Source: an optimization exercise on an open RTL-to-GDS flow (aim: a short achievable clock period and few clock cycles per item). Production flows keep margins and buffers that such runs may drop.
Function was checked by simulation only, so behaviour that the tests miss may differ from the original.
Power figures rest on the tool's default switching activity, not on a simulated workload.

**config.mk**
```make
export PLATFORM = sky130hd
export DESIGN_NAME = spmv_top
export DESIGN_NICKNAME = spmv_top
export VERILOG_FILES = /design/flow/design.v
export SDC_FILE = /design/flow/constraint.sdc
export NUM_CORES = 4
export LEC_CHECK = 0
export CAP_MARGIN = 20
export CORE_MARGIN = 2
export CORE_UTILIZATION = 40
export SLEW_MARGIN = 20
```
**constraint.sdc**
```tcl
create_clock -name core_clock -period 13.0 [get_ports {clk}]
set_input_delay 2.6000 -clock core_clock [delete_from_list [all_inputs] [get_ports {clk}]]
set_output_delay 2.6000 -clock core_clock [all_outputs]
set_load 0.01 [all_outputs]
```
**design.v**
```verilog
package spmv_pkg;
    localparam int max_dim_len = 64;             
    localparam int dim_w       = 7;              
    localparam int nnz_w       = 16;
    localparam int addr_w      = 32;             
    localparam int data_w      = 32;
    localparam int cmd_w       = 64;             
    localparam int fifo_depth  = 4;
    localparam int fifo_ptr_w  = $clog2(fifo_depth);
    typedef enum logic [1:0] {
        op_init,                                 
        op_ld_spm,                               
        op_ld_vec,                               
        op_get_result                            
    } spmv_op_t;
    typedef struct packed {
        logic [cmd_w-addr_w-1:0] rsvd;
        logic [addr_w-1:0]       base;
    } ptr_view_t;
    typedef struct packed {
        logic [cmd_w-nnz_w-dim_w-1:0] rsvd;
        logic [dim_w-1:0]             nr;        
        logic [nnz_w-1:0]             nnz;       
    } spm_view_t;
    typedef struct packed {
        logic [cmd_w-addr_w-dim_w-1:0] rsvd;
        logic [dim_w-1:0]              len;      
        logic [addr_w-1:0]             adr;
    } vec_view_t;
    typedef union packed {
        ptr_view_t ptr;
        spm_view_t spm;
        vec_view_t vec;
    } cmd_cfg_u;
    typedef struct packed {
        logic [addr_w-1:0] base;                 
        logic [nnz_w-1:0]  nnz;
        logic [dim_w-1:0]  nr;
        logic [addr_w-1:0] vec_ptr;
        logic [dim_w-1:0]  vec_len;
    } spmv_cfg_t;
    typedef struct packed {
        logic              cyc;
        logic              stb;
        logic [addr_w-1:0] adr;
    } wb_req_t;
    typedef struct packed {
        logic              ack;
        logic [data_w-1:0] dat;
    } wb_rsp_t;
    typedef struct packed {
        logic [data_w-1:0] val;
        logic [dim_w-2:0]  col;
        logic              last;                 
    } spmv_elem_t;
    typedef struct packed {
        logic              en;
        logic [dim_w-2:0]  idx;
        logic [data_w-1:0] dat;
    } vec_wr_t;
endpackage
`timescale 1ns/1ps
module spmv_cmd_ctrl (
    input  logic                clk,
    input  logic                rst_n,
    input  logic                cmd_val,
    input  spmv_pkg::spmv_op_t  cmd_op,
    input  spmv_pkg::cmd_cfg_u  cmd_cfg,
    output logic                busy,            
    output spmv_pkg::spmv_cfg_t cfg,
    output logic                start,           
    output logic                prefetch_en,
    output logic                fetch_en,
    input  logic                prefetch_done,
    input  logic                rows_done,
    output logic                readback_en,
    input  logic                readback_done
);
    typedef enum logic [2:0] {
        st_idle,
        st_init,                                 
        st_prefetch,                             
        st_compute,                              
        st_finished,                             
        st_readback
    } state_t;
    state_t state;
    logic   seen_spm, seen_vec;                  
    logic   cmd_hsk;
    logic   ld_ok;
    assign cmd_hsk = cmd_val && !busy;
    assign ld_ok   = cmd_hsk && (state == st_init);  
    assign start   = cmd_hsk && (cmd_op == spmv_pkg::op_init);
    assign busy        = (state == st_prefetch) || (state == st_compute) ||
                         (state == st_readback);
    assign prefetch_en = (state == st_prefetch);
    assign fetch_en    = (state == st_compute);
    assign readback_en = (state == st_readback);
    always_ff @(posedge clk) begin
        if (!rst_n) begin
            state    <= st_idle;
            seen_spm <= 1'b0;
            seen_vec <= 1'b0;
        end else begin
            case (state)
                st_idle:     if (start) state <= st_init;
                st_init:     if (seen_spm && seen_vec && !start) state <= st_prefetch;
                st_prefetch: if (prefetch_done) state <= st_compute;
                st_compute:  if (rows_done) state <= st_finished;
                st_finished: begin
                    if (start) begin
                        state <= st_init;        
                    end else if (cmd_hsk && (cmd_op == spmv_pkg::op_get_result)) begin
                        state <= st_readback;
                    end
                end
                st_readback: if (readback_done) state <= st_idle;
                default:     state <= st_idle;
            endcase
            if (start) begin
                seen_spm <= 1'b0;
                seen_vec <= 1'b0;
            end else if (ld_ok) begin
                if (cmd_op == spmv_pkg::op_ld_spm) seen_spm <= 1'b1;
                if (cmd_op == spmv_pkg::op_ld_vec) seen_vec <= 1'b1;
            end
        end
    end
    always_ff @(posedge clk) begin
        if (start) cfg.base <= cmd_cfg.ptr.base;
        if (ld_ok && (cmd_op == spmv_pkg::op_ld_spm)) begin
            cfg.nnz <= cmd_cfg.spm.nnz;
            cfg.nr  <= cmd_cfg.spm.nr;
        end
        if (ld_ok && (cmd_op == spmv_pkg::op_ld_vec)) begin
            cfg.vec_ptr <= cmd_cfg.vec.adr;
            cfg.vec_len <= cmd_cfg.vec.len;
        end
    end
endmodule
`timescale 1ns/1ps
module spmv_mem_fetch (
    input  logic                 clk,
    input  logic                 rst_n,
    input  logic                 start,
    input  logic                 prefetch_en,
    input  logic                 fetch_en,
    input  spmv_pkg::spmv_cfg_t  cfg,
    output spmv_pkg::wb_req_t    wb_req,
    input  spmv_pkg::wb_rsp_t    wb_rsp,
    output spmv_pkg::vec_wr_t    vec_wr,
    output logic                 prefetch_done,
    output spmv_pkg::spmv_elem_t elem,
    output logic                 elem_valid,
    input  logic                 elem_ready
);
    typedef enum logic [2:0] {
        f_idle,
        f_vec,                                   
        f_vdone,                                 
        f_wait,                                  
        f_len,                                   
        f_val,                                   
        f_col,                                   
        f_push                                   
    } fstate_t;
    fstate_t           state;
    logic [spmv_pkg::dim_w-1:0]  vec_idx;
    logic [spmv_pkg::dim_w-1:0]  row_idx;
    logic [spmv_pkg::nnz_w-1:0]  elem_idx;                 
    logic [spmv_pkg::nnz_w-1:0]  row_rem;                  
    logic [spmv_pkg::data_w-1:0] val_q;
    logic [spmv_pkg::addr_w-1:0] rd_adr;
    logic              bus_state;
    logic              ack;
    assign bus_state = (state == f_vec) || (state == f_len) ||
                       (state == f_val) || (state == f_col);
    assign ack       = wb_req.cyc && wb_rsp.ack;
    always_comb begin
        case (state)
            f_vec:   rd_adr = cfg.vec_ptr + (vec_idx);
            f_len:   rd_adr = cfg.base + ({cfg.nnz, 1'b0}) + (row_idx);
            f_val:   rd_adr = cfg.base + (elem_idx);
            default: rd_adr = cfg.base + (cfg.nnz) + (elem_idx);  
        endcase
    end
    assign vec_wr        = {(state == f_vec) && ack, vec_idx[spmv_pkg::dim_w-2:0],
                            wb_rsp.dat};
    assign prefetch_done = (state == f_vdone);
    assign elem_valid    = (state == f_push);
    always_ff @(posedge clk) begin
        if (!rst_n || start) begin
            state    <= f_idle;
            wb_req   <= '0;
            vec_idx  <= '0;
            row_idx  <= '0;
            elem_idx <= '0;
            row_rem  <= '0;
        end else begin
            if (bus_state && !wb_req.cyc) begin
                wb_req <= {1'b1, 1'b1, rd_adr};
            end else if (ack) begin
                wb_req.cyc <= 1'b0;
                wb_req.stb <= 1'b0;
            end
            case (state)
                f_idle: begin
                    if (prefetch_en) state <= (cfg.vec_len == '0) ? f_vdone : f_vec;
                end
                f_vec: begin
                    if (ack) begin
                        vec_idx <= vec_idx + 1'b1;
                        if (vec_idx + 1'b1 == cfg.vec_len) state <= f_vdone;
                    end
                end
                f_vdone: state <= f_wait;
                f_wait: begin
                    if (fetch_en && (row_idx != cfg.nr)) state <= f_len;  
                end
                f_len: begin
                    if (ack) begin
                        row_rem <= wb_rsp.dat[spmv_pkg::nnz_w-1:0];
                        state   <= (wb_rsp.dat[spmv_pkg::nnz_w-1:0] == '0) ? f_push : f_val;
                    end
                end
                f_val: if (ack) state <= f_col;
                f_col: begin
                    if (ack) begin
                        elem_idx <= elem_idx + 1'b1;
                        row_rem  <= row_rem - 1'b1;
                        state    <= f_push;
                    end
                end
                f_push: begin
                    if (elem_ready) begin
                        if (elem.last) begin
                            row_idx <= row_idx + 1'b1;
                            state   <= f_wait;
                        end else begin
                            state   <= f_val;
                        end
                    end
                end
                default: state <= f_idle;
            endcase
        end
    end
    always_ff @(posedge clk) begin
        if ((state == f_val) && ack) val_q <= wb_rsp.dat;
        if ((state == f_len) && ack) elem <= {{spmv_pkg::data_w{1'b0}}, {(spmv_pkg::dim_w-1){1'b0}}, 1'b1};
        if ((state == f_col) && ack) begin
            elem <= {val_q, wb_rsp.dat[spmv_pkg::dim_w-2:0], (row_rem == 1)};
        end
    end
endmodule
`timescale 1ns/1ps
module spmv_elem_fifo (
    input  logic                 clk,
    input  logic                 rst_n,
    input  logic                 flush,
    input  spmv_pkg::spmv_elem_t in_elem,
    input  logic                 in_valid,
    output logic                 in_ready,
    output spmv_pkg::spmv_elem_t out_elem,
    output logic                 out_valid,
    input  logic                 out_ready
);
    logic [spmv_pkg::data_w+spmv_pkg::dim_w-1:0] mem [0:spmv_pkg::fifo_depth-1];  
    logic [spmv_pkg::fifo_ptr_w-1:0] wr_ptr, rd_ptr;       
    logic [spmv_pkg::fifo_ptr_w:0]   count;
    logic                  wr, rd;
    assign out_valid = (count != '0);
    assign out_elem  = mem[rd_ptr];
    assign in_ready  = (count != spmv_pkg::fifo_depth) || out_ready;
    assign wr = in_valid && in_ready;
    assign rd = out_valid && out_ready;
    always_ff @(posedge clk) begin
        if (!rst_n || flush) begin
            wr_ptr <= '0;
            rd_ptr <= '0;
            count  <= '0;
        end else begin
            if (wr) wr_ptr <= wr_ptr + 1'b1;
            if (rd) rd_ptr <= rd_ptr + 1'b1;
            if (wr && !rd) count <= count + 1'b1;
            else if (rd && !wr) count <= count - 1'b1;
        end
    end
    always_ff @(posedge clk) begin
        if (wr) mem[wr_ptr] <= in_elem;
    end
endmodule
`timescale 1ns/1ps
module spmv_row_acc (
    input  logic                          clk,
    input  logic                          rst_n,
    input  logic                          start,
    input  spmv_pkg::spmv_cfg_t           cfg,
    input  spmv_pkg::vec_wr_t             vec_wr,
    input  spmv_pkg::spmv_elem_t          head,
    input  logic                          head_valid,
    output logic                          head_ready,
    output logic                          rows_done,
    input  logic                          readback_en,
    output logic                          readback_done,
    output logic                          resp_val,
    input  logic                          resp_rdy,
    output logic [spmv_pkg::data_w-1:0]   resp_data
);
    logic [spmv_pkg::data_w-1:0] vec_mem [0:spmv_pkg::max_dim_len-1];  
    logic [spmv_pkg::data_w-1:0] res_mem [0:spmv_pkg::max_dim_len-1];  
    logic [spmv_pkg::data_w-1:0] acc;                      
    logic [spmv_pkg::data_w-1:0] prod, sum;
    logic [spmv_pkg::dim_w-1:0]  row_cnt;
    logic [spmv_pkg::dim_w-1:0]  rd_idx;
    logic              take;
    logic              resp_hsk;
    assign prod = head.val * vec_mem[head.col];   
    assign sum  = acc + prod;
    assign rows_done  = (row_cnt == cfg.nr);
    assign head_ready = !rows_done;              
    assign take       = head_valid && head_ready;
    always_ff @(posedge clk) begin
        if (vec_wr.en) vec_mem[vec_wr.idx] <= vec_wr.dat;
        if (take && head.last) res_mem[row_cnt[spmv_pkg::dim_w-2:0]] <= sum;
    end
    always_ff @(posedge clk) begin
        if (!rst_n || start) begin
            acc     <= '0;
            row_cnt <= '0;
        end else if (take) begin
            if (head.last) begin
                acc     <= '0;                   
                row_cnt <= row_cnt + 1'b1;
            end else begin
                acc     <= sum;
            end
        end
    end
    assign resp_val  = readback_en && (rd_idx != cfg.nr);
    assign resp_data = res_mem[rd_idx[spmv_pkg::dim_w-2:0]];  
    assign resp_hsk  = resp_val && resp_rdy;
    assign readback_done = readback_en &&
                           ((resp_hsk && (rd_idx + 1'b1 == cfg.nr)) || (rd_idx == cfg.nr));
    always_ff @(posedge clk) begin
        if (!rst_n || start) begin
            rd_idx <= '0;
        end else if (resp_hsk) begin
            rd_idx <= rd_idx + 1'b1;
        end
    end
endmodule
`timescale 1ns/1ps
module spmv_top (
    input  logic              clk,
    input  logic              rst_n,
    input  logic              cmd_val,
    input  logic [1:0]        cmd_op,
    input  logic [spmv_pkg::cmd_w-1:0]  cmd_cfg,
    output logic              busy,
    output logic              resp_val,
    input  logic              resp_rdy,
    output logic [spmv_pkg::data_w-1:0] resp_data,
    output logic              wb_cyc,
    output logic              wb_stb,
    output logic [spmv_pkg::addr_w-1:0] wb_adr,
    output logic              wb_we,
    input  logic              wb_ack,
    input  logic [spmv_pkg::data_w-1:0] wb_dat
);
    spmv_pkg::spmv_cfg_t  cfg;
    spmv_pkg::vec_wr_t    vec_wr;
    spmv_pkg::spmv_elem_t elem, head;
    spmv_pkg::wb_req_t    wb_req;
    spmv_pkg::wb_rsp_t    wb_rsp;
    logic       start, prefetch_en, fetch_en, readback_en;
    logic       prefetch_done, rows_done, readback_done;
    logic       elem_valid, elem_ready, head_valid, head_ready;
    assign wb_we  = 1'b0;                        
    assign wb_cyc = wb_req.cyc;
    assign wb_stb = wb_req.stb;
    assign wb_adr = wb_req.adr;
    assign wb_rsp = {wb_ack, wb_dat};
    spmv_cmd_ctrl u_ctrl (
        .clk, .rst_n, .cmd_val, .cmd_op, .cmd_cfg,
        .busy, .cfg, .start,
        .prefetch_en, .fetch_en, .prefetch_done, .rows_done,
        .readback_en, .readback_done
    );
    spmv_mem_fetch u_fetch (
        .clk, .rst_n, .start, .prefetch_en, .fetch_en, .cfg, .wb_req, .wb_rsp,
        .vec_wr, .prefetch_done, .elem, .elem_valid, .elem_ready
    );
    spmv_elem_fifo u_fifo (
        .clk, .rst_n, .flush(start),
        .in_elem(elem), .in_valid(elem_valid), .in_ready(elem_ready),
        .out_elem(head), .out_valid(head_valid), .out_ready(head_ready)
    );
    spmv_row_acc u_acc (
        .clk, .rst_n, .start, .cfg, .vec_wr, .head, .head_valid, .head_ready,
        .rows_done, .readback_en, .readback_done, .resp_val, .resp_rdy, .resp_data
    );
endmodule
```
**run.sh**
```bash
#!/bin/bash
# synth_recipe.tcl (not shown) runs the flow's synth.tcl, then flattens the netlist and writes it again
# the make line also repeats each setting of config.mk as NAME=value (left out here)
make -C /OpenROAD-flow-scripts/flow DESIGN_CONFIG=/design/flow/config.mk WORK_HOME=/design/flow/orfs CLKGATE_MAP_FILE= SYNTH_SCRIPT=/design/flow/synth_recipe.tcl finish
```
==> metrics.md <==
| Metric | Value |
|---|---|
| Ys flop type | `edfxtp_1` |
| Final nets | `~12,000` |
| Post-CTS setup buffers | `0` |
| CP delay by family, top | `adder cells` |
| Final wirelength | `540,100 um` |
| CP required | `around 14 ns` |
| Post_cts resized | `0` |
| Worst hold path class | `reg -> reg` |
| R2R Setup Slk | `slightly below 0.8 ns` |
| Max-slew violations | `0` |
| Worst clock skew | `between 0.15 and 0.2 ns` |
| Vias per Instance | `5.734` |
| Initial drt markers | `11,750` |
| Clk sinks | `4,565` |
| RePlAce Congestion | `between 0.8 and 0.9` |
| Share of cells above drive strength 1 | `0.2018` |
| Layout Cells excl Fill | `18,370` |
| Pre-antenna DRT Iters | `6` |
| Final core utilization | `0.4561` |
| Critical Path End | `u_acc.res_mem[0][31]` |
| Crit path max fanout | `64` |
| Worst hold slack | `between 0.4 and 0.5 ns` |
| Synthesized area | `196,000 um2` |
| Initial antenna violation count | `26` |
| Area Growth Syn to Fin | `13.79%` |
| CP most frequent cell | `fa_1` |
| Synth cell types | `90` |
| Reg clk slew, reported paths | `0.06 ns` |
| DP Wirelength | `~320,000 um` |
| Max Freq | `0.08177 GHz` |
| Via Count | `105,300` |
| GRT Resource Usage Total | `0.2133` |
| Fraction of registers with async set/reset | `0` |
| Worst-Skew Late Latency | `about 1.1 ns` |
| Leak | `72.77 nW` |
| Unrepaired setup endpoints after global routing | `no` |
| CTS H-tree lvls | `5` |
| Synth Instances | `11,010` |
| Outcome | `timing/DRC/antenna clean` |
| Worst-Margin Slew | `1.151 ns` |
| Worst path slowest cell | `mux4_4` |
| Pwr Density | `roughly 180 nW/um2` |
| CTS tree | `built` |
| Reg2reg end | `u_acc.res_mem[0][31]` |
| Setup_tns | `0 ns` |
| Global-route wire length before repair | `770,900 um` |
| Final hold violation count | `0` |
| Hold depth | `0` |
| IO buf count | `roughly 150` |
| Largest net degree at the start of global routing | `126` |
| Vias in the first global route | `around 110k` |
| Die width | `just over 700 um` |
| CTS Hold Bufs | `0` |
| Setup violators final | `0` |
| EDFF count, synth | `4,417` |
| Initial Util | `0.4008` |
| DRC viols | `0` |
| Synth Area per Inst | `17.80 um2` |
| Global route overflow | `0` |
| Yosys warns | `4` |
| Die Area | `495,700 um2` |
| Synth Register Bits | `~4,600` |
| Final period utilization | `0.9407` |
| Post-DRT Antenna Nets | `0` |
| Synthesized Nets | `11,780` |
| Crit path DAT | `12.93 ns` |
| Post-layout min period | `12.23 ns` |
| Setup WS pre-CTS | `~0.75 ns` |
| Post-DR wirelength/cell | `around 30 um` |
| Max-Cap Viols | `0` |
| WS Path Type | `reg -> reg` |
| Maximum clock path buffer count | `4` |
| Root Buffer | `clkbuf_16` |
| Ports | `between 150 and 200` |
| Sequential fraction of the synthesis area | `0.6917` |
| Std-Cell Rows | `between 200 and 300` |
| Yosys top cell area share | `0.6766` |
| Die Ht | `704.1 um` |
| Final worst slack | `0.7711 ns` |
| Yosys top cell by area | `edfxtp_1` |
| Peak VDD IR | `about 0.34 mV` |
| Top cells by area, synth | `edfxtp_1 (68%), mux4_2 (11%), fa_1 (4.7%)` |
| Fillcell total | `41,210` |
| Buf/Inv on CP | `11` |
| WP depth | `37` |
| DP Cell Count | `17,510` |
| Num CTS Buffers | `456` |
| Reg2Reg Depth | `37` |
| Worst slew margin | `0.2324` |
| Type of origin of the critical path | `flop` |
| CP endpoint kind | `flop` |
| Maximum single-stage delay on the critical path | `1.15 ns` |
| CORE AREA | `489,100 um2` |
-- worst min path at each step --
stage                      startpoint           endpoint  slack, ns
global route        u_fetch.wb_req[3]  u_fetch.wb_req[3]       0.48
global placement         u_acc.acc[4]       u_acc.acc[4]       0.44
finish               u_fetch.elem[19]  u_fifo.mem[1][19]       0.45
detailed placement       u_acc.acc[7]       u_acc.acc[7]       0.45
CTS                  u_fetch.elem[19]  u_fifo.mem[1][19]       0.44
floorplan                u_acc.acc[2]       u_acc.acc[2]       0.43
-- cells in the final DEF (no fill, tap or decap), types with 199 or more instances in the layout --
| cell type | count |
|---|---|
| mux4_2 | 992 |
| a21oi_1 | 225 |
| nor2_1 | 299 |
| fa_1 | 464 |
| inv_1 | 569 |
| nand3_1 | 199 |
| ha_1 | 199 |
| buf_4 | 420 |
| edfxtp_1 | 4417 |
| nand2_1 | 979 |
| clkbuf_16 | 460 |
-- cells by family after synthesis --
| logic type | synth area share |
|---|---|
| AO/OA/AOI/OAI | 0.03169 |
| XOR/XNOR | 0.01199 |
| adder cells (fa/ha/maj) | 0.06044 |
| buffers and inverters | 0.02521 |
| flip-flops | 0.6917 |
| multiplexers | 0.1269 |
| other | 0.00001913 |
| AND/OR/NAND/NOR | 0.05212 |
-- report_power, final --
part           internal [mW]  switching [mW]  total, mW  leakage, nW
Combinational           1.62            5.08       6.70         24.0
Clock                   7.49            5.61       13.1         7.21
Sequential              19.9          0.0705       19.9         41.6
Total                   29.0            10.8       39.7         72.8
-- layout make-up --
type,count,area (um2),area share
Clock inverter,269,2833,0.01270
Clock buffer,577,12070,0.05411
Sequential cell,4565,135600,0.6080
Antenna cell,13,32.53,0.0001458
Tap cell,6475,8102,0.03632
Inverter,573,2151,0.009641
Multi-Input combinational cell,5291,57010,0.2556
Timing Repair Buffer,606,5256,0.02356
-- cell usage after synthesis, types with 93 or more instances --
| master | n |
|---|---|
| a22oi_1 | 94 |
| edfxtp_1 | 4417 |
| mux4_2 | 995 |
| nand3_1 | 199 |
| clkbuf_1 | 303 |
| buf_1 | 98 |
| nor2_1 | 432 |
| o21ai_0 | 113 |
| mux2i_1 | 158 |
| buf_2 | 111 |
| nor2b_1 | 124 |
| nand2_1 | 980 |
| fa_1 | 465 |
| and3_1 | 93 |
| a21oi_1 | 226 |
| dfxtp_1 | 148 |
| ha_1 | 203 |
| and2_1 | 115 |
| inv_1 | 570 |
| xnor2_1 | 162 |
-- routing by layer --
metal | GRT usage | wire, um | share of wire
met5 | 0 | 76 | 0.00014
met4 | 0.08076 | 22870 | 0.042
met3 | 0.03187 | 39270 | 0.073
met2 | 0.3573 | 265000 | 0.49
met1 | 0.2827 | 212900 | 0.39
-- through the flow --
step / power (mW) / cell area [um2]
final: 39.72 / 223100
after global routing: 41.25 / 223100
after floorplan: 23.95 / 196000
after global placement: 26.50 / 208000
after detailed placement: 26.95 / 208100
after CTS: 39.96 / 223000
-- flip-flops by register name, summed over array words and instances (netlist names), 16 cells and up, named ones only --
signal,count
u_acc.res_mem,2048
u_acc.acc,32
u_fifo.mem,156
u_acc.vec_mem,2048
u_fetch.wb_req,33
u_ctrl.cfg,94
u_fetch.row_rem,16
u_fetch.elem_idx,16
u_fetch.val_q,32
u_fetch.elem,39
Testbench counts, summed over its fixed seeds: cycles 94,103, items 10,927.

==> static timing again, ports no longer ideal <==
How much do the figures lean on ideal ports? The routed layout below was timed once more, with nothing changed but the port constraints.
Step 1 (the two cells are an assumption about what drives the block):
set clk [get_ports {clk}]
set_driving_cell -lib_cell sky130_fd_sc_hd__clkbuf_16 $clk
set_driving_cell -lib_cell sky130_fd_sc_hd__buf_2 [delete_from_list [all_inputs] $clk]
Step 2 also shifts input and output timing later by t, the mid clock arrival at the registers, as if the neighbouring blocks saw the same clock.
Three values: ideal, step 1, step 2; two values: the first two.
t, ns: 1.108
setup WS [ns]: 0.771 / 0.771 / 0.771
worst slew at a driven data input, ns: 0.12
After both steps setup and hold are still met in this run. For this run, drivers alone change the setup slack by 0.000 ns; drivers and shift together by 0.000 ns.
